This design comes from an exercise in tuning for small area, a short achievable clock period and few clock cycles per item on the open sky130 flow, not from production work.
The RTL was checked by simulation tests, not by an equivalence proof against the original design.
Power and IR drop assume default switching activity.

== v10 ==
Design segment_address_translation_core, start of the top module:
module segment_address_translation_core (
    input  logic                         i_clk,
    input  logic                         i_rst_n,
    input  logic                         i_cfg_valid,
    output logic                         o_cfg_ready,
    input  logic [sat_pkg::DATA_W-1:0]   i_cfg_data,
    input  logic                         i_valid,
    output logic                         o_ready,
    input  logic                         i_action,
    input  logic [sat_pkg::DATA_W-1:0]   i_logical_address,
    input  logic [sat_pkg::DATA_W-1:0]   i_byte_count,
    input  logic [sat_pkg::SLOT_W-1:0]   i_entry_slot,
    input  logic [sat_pkg::ID_W-1:0]     i_entry_id,
    input  logic [sat_pkg::DATA_W-1:0]   i_entry_base,
    input  logic [sat_pkg::DATA_W-1:0]   i_entry_size,
    input  logic                         i_entry_valid,
    output logic                         o_valid,
    input  logic                         i_ready,
    output logic [sat_pkg::DATA_W-1:0]   o_physical_address,
    output logic                         o_fault,
    output logic [sat_pkg::DATA_W-1:0]   o_segment_number,
    output logic [sat_pkg::DATA_W-1:0]   o_offset
);
export LEC_CHECK = 0
export CAP_MARGIN = 20
export CORE_MARGIN = 2
export CORE_UTILIZATION = 40
export CTS_BUF_LIST = sky130_fd_sc_hd__clkbuf_4 sky130_fd_sc_hd__clkbuf_8
export SETUP_SLACK_MARGIN = 1.9
export SLEW_MARGIN = 20
create_clock -name core_clock -period 5.0 [get_ports {i_clk}]
run.sh (not shown) runs the stock make flow with config.mk's settings and CLKGATE_MAP_FILE= SYNTH_SCRIPT=/design/flow/synth_recipe.tcl, a recipe that flattens the netlist after the stock synthesis.
Testbench counts of v10, summed over its fixed seeds: cycles 4,928, items 4,800.
Setup changes, v10 to v49
Settings: ABC_AREA: unset -> 1; CORE_UTILIZATION: 40 -> 55.
--- outcome ---
- v49 vs. v10: placed instance area +0.58%, initial antenna violation count went down, fraction of area in multi-input gates shows an increase of 0.16 points.
- Post-route fraction of the period consumed by the critical path is higher on v49
- v10 -> v49: number of synthesized register bits delta 0, exact match
- v10 was carried through to the last stage, and its layout satisfied the timing, DRC and antenna checks.
- v49 went all the way through the flow, and no timing, DRC or antenna check failed.
- Switching power, v49 and v10: smaller value in v10
For v32, these inputs were changed with respect to v49:
Settings: CORE_UTILIZATION: 55 -> 40; SETUP_SLACK_MARGIN: 1.9 -> 2.3; CTS_BUF_LIST: sky130_fd_sc_hd__clkbuf_4 sky130_fd_sc_hd__clkbuf_8 -> unset; ABC_AREA: 1 -> unset.
Looking at the reports, v32 completed the entire flow and the layout it produced met the timing, DRC and antenna checks.
The setup slack of v32 exceeds that of v49 by 0.56 ns.
v32: clock period minus final worst setup slack 0.56 ns below v49
v32 against v49: number of antenna violations at the first check in global routing saw an increase, count of plain and timing-repair buffers in the layout increased 171.


segment_address_translation_core again, from the RTL that the note above started with.
export LEC_CHECK = 0
export CAP_MARGIN = 20
export CORE_MARGIN = 2
export CORE_UTILIZATION = 40
export CTS_BUF_LIST = sky130_fd_sc_hd__clkbuf_8
export SETUP_SLACK_MARGIN = 2.3
export SLEW_MARGIN = 20
create_clock -name core_clock -period 5.0 [get_ports {i_clk}]
The baseline went through all stages and came out clean.
Testbench counts at the start, summed over its fixed seeds: cycles 4,928, items 4,800.
Edit:
--- a/flow/config.mk
+++ b/flow/config.mk
@@ -10,3 +10,3 @@
-export CORE_UTILIZATION = 40
-export CTS_BUF_LIST = sky130_fd_sc_hd__clkbuf_8
-export SETUP_SLACK_MARGIN = 2.3
+export CORE_UTILIZATION = 55
+export CTS_BUF_LIST = sky130_fd_sc_hd__clkbuf_4 sky130_fd_sc_hd__clkbuf_8
+export SETUP_SLACK_MARGIN = 1.9
What happened:
- setup slack gets better by 0.042 ns
- non-clock buffer count fell by 190
- via count fell by 3.5%
- clock skew fell by 0.054 ns
- cell area fell by about 5%
- total power fell by 2.4%
- count of clock-buffer cells in the layout rose by 80
- first-iteration DRC count fell by 1.9%


Setup of lane 1:
segment_address_translation_core, a different RTL version from the one above (not shown whole).
Size in the first run: roughly 1600 flip-flops, roughly 150 I/O pins, ~0.064 mm² of cells after synthesis.
Settings: LEC_CHECK=0, CAP_MARGIN=20, CORE_MARGIN=2, CORE_UTILIZATION=65, CTS_BUF_LIST=sky130_fd_sc_hd__clkbuf_8 sky130_fd_sc_hd__clkbuf_16, CTS_CLUSTER_DIAMETER=80, CTS_CLUSTER_SIZE=24, SETUP_SLACK_MARGIN=2.2, SLEW_MARGIN=20; clock period 5.0 ns.
Testbench counts of lane 1, summed over its fixed seeds: cycles 4,936, items 4,800.
Changes in lane 2 relative to lane 1:
Settings: a change of CORE_UTILIZATION from 65 to 55; a change of SETUP_SLACK_MARGIN from 2.2 to 2.1; a change of CTS_CLUSTER_SIZE from 24 to 28; a change of CTS_CLUSTER_DIAMETER from 80 to 90.
==> notes.md <==
- Lane 2 closes out successfully: all stages finished, all timing, DRC and antenna checks passed.
- Lane 2: routability congestion estimate from global placement lower than lane 1
- Against lane 1, lane 2 reports a detailed-router iteration count before antenna repair that is higher.
- Lane 2 has die area above what lane 1 had.
- Delta(layout-stage area growth over the synthesis result, lane 2 - lane 1) < 0
- Diff lane 1 -> lane 2 | core footprint | up by more than 10%
- Via count (lower): lane 2
- STATUS fmax: lane 2 loses against lane 1
- Per the comparison of lane 2 with lane 1, headroom to the max-slew limit increased 3.3 points; fraction of the cycle the final worst path needs went up 0.82 points.
Input changes introduced in lane 3 (baseline for comparison: lane 2):
Settings: CTS_CLUSTER_DIAMETER: 90 -> unset; SETUP_SLACK_MARGIN: 2.1 -> 1.9; CTS_BUF_LIST: sky130_fd_sc_hd__clkbuf_8 sky130_fd_sc_hd__clkbuf_16 -> sky130_fd_sc_hd__clkbuf_4 sky130_fd_sc_hd__clkbuf_8; CTS_CLUSTER_SIZE: 28 -> unset.
Results
- Lane 3 vs lane 2: number of buffers created by CTS up by more than 100%
- Total stage count of the critical path | lane 3 above lane 2
- Lane 2 ended up with fewer cell instances than lane 3 did.
- Lane 3 ends up with a number of buffers between clock root and the deepest sink that is 1 higher than in lane 2.
- Diff lane 2 -> lane 3: total routing usage reported by global routing went up 0.39 points; relative area change from synthesis to final layout rose 3.6 points.
What lane 4 does differently from lane 3 at the input level:
Settings: an added CTS_CLUSTER_DIAMETER of 80; an added CTS_CLUSTER_SIZE of 24; an added PLACE_DENSITY of 0.75; a change of SETUP_SLACK_MARGIN from 1.9 to 2.2; a change of CTS_BUF_LIST from sky130_fd_sc_hd__clkbuf_4 sky130_fd_sc_hd__clkbuf_8 to sky130_fd_sc_hd__clkbuf_8 sky130_fd_sc_hd__clkbuf_16.
## What came out
Via count of the first global-routing pass: lane 4 < lane 3
Reported for lane 4 and lane 3, multiplexer fraction of the synthesized cell area turned out identical to the last digit.
In lane 4 the clock-buffer cell count turned out 312 lower than in lane 3.
Lane 4 vs lane 3 — total clock network power dropped by more than a quarter
Lane 4 reports a lower antenna diode count than lane 3 does.
[compare] base=lane 3 new=lane 4: final worst slack shows an increase of 0.068 ns; utilization now smaller; power dissipated in sequential cells held; switching power total lower.

-- port drivers added, routing unchanged --
How much do the figures lean on ideal ports? The routed layouts below were timed once more, with nothing changed but the port constraints.
Step 1 sets driving cells, clkbuf_16 on the clock port and buf_2 on the other inputs (assumed; they add their load-dependent delay and slew).
Step 2 also shifts input and output timing later by t, the mid clock arrival at the registers, as if the neighbouring blocks saw the same clock.
Slacks: ideal / step 1 / step 2; pairs: ideal / step 1.
run	shift t [ns]	setup slack, ns	worst hold slack (ns)	latest minus earliest clock arrival (ns)	cell pins on the clock port's net
v10	1.006	1.844 / 1.844 / 1.167	0.320 / 0.320 / 0.320	0.078 / 0.077	1
v49	1.023	1.282 / 1.282 / 1.042	0.320 / 0.320 / 0.320	0.078 / 0.078	1
v32	0.848	1.846 / 1.846 / 1.423	0.349 / 0.349 / 0.349	0.047 / 0.048	1
the first run of note 2	1.037	1.791 / 1.791 / 1.411	0.344 / 0.344 / 0.344	0.124 / 0.124	1
the second run of note 2	0.995	1.833 / 1.833 / 0.946	0.316 / 0.316 / 0.316	0.058 / 0.058	1
lane 1	0.742	2.028 / 2.028 / 1.359	0.348 / 0.348 / 0.348	0.035 / 0.034	1
lane 2	0.741	1.987 / 1.987 / 1.407	0.354 / 0.354 / 0.354	0.029 / 0.030	1
lane 3	1.012	1.943 / 1.943 / 1.051	0.316 / 0.316 / 0.316	0.063 / 0.064	1
lane 4	0.747	2.011 / 2.011 / 1.309	0.341 / 0.341 / 0.341	0.053 / 0.054	1
After both steps setup and hold are still met in every run listed. The setup slack of lane 3, which loses most, moves by 0.000 ns with the drivers and by -0.892 ns with both steps.
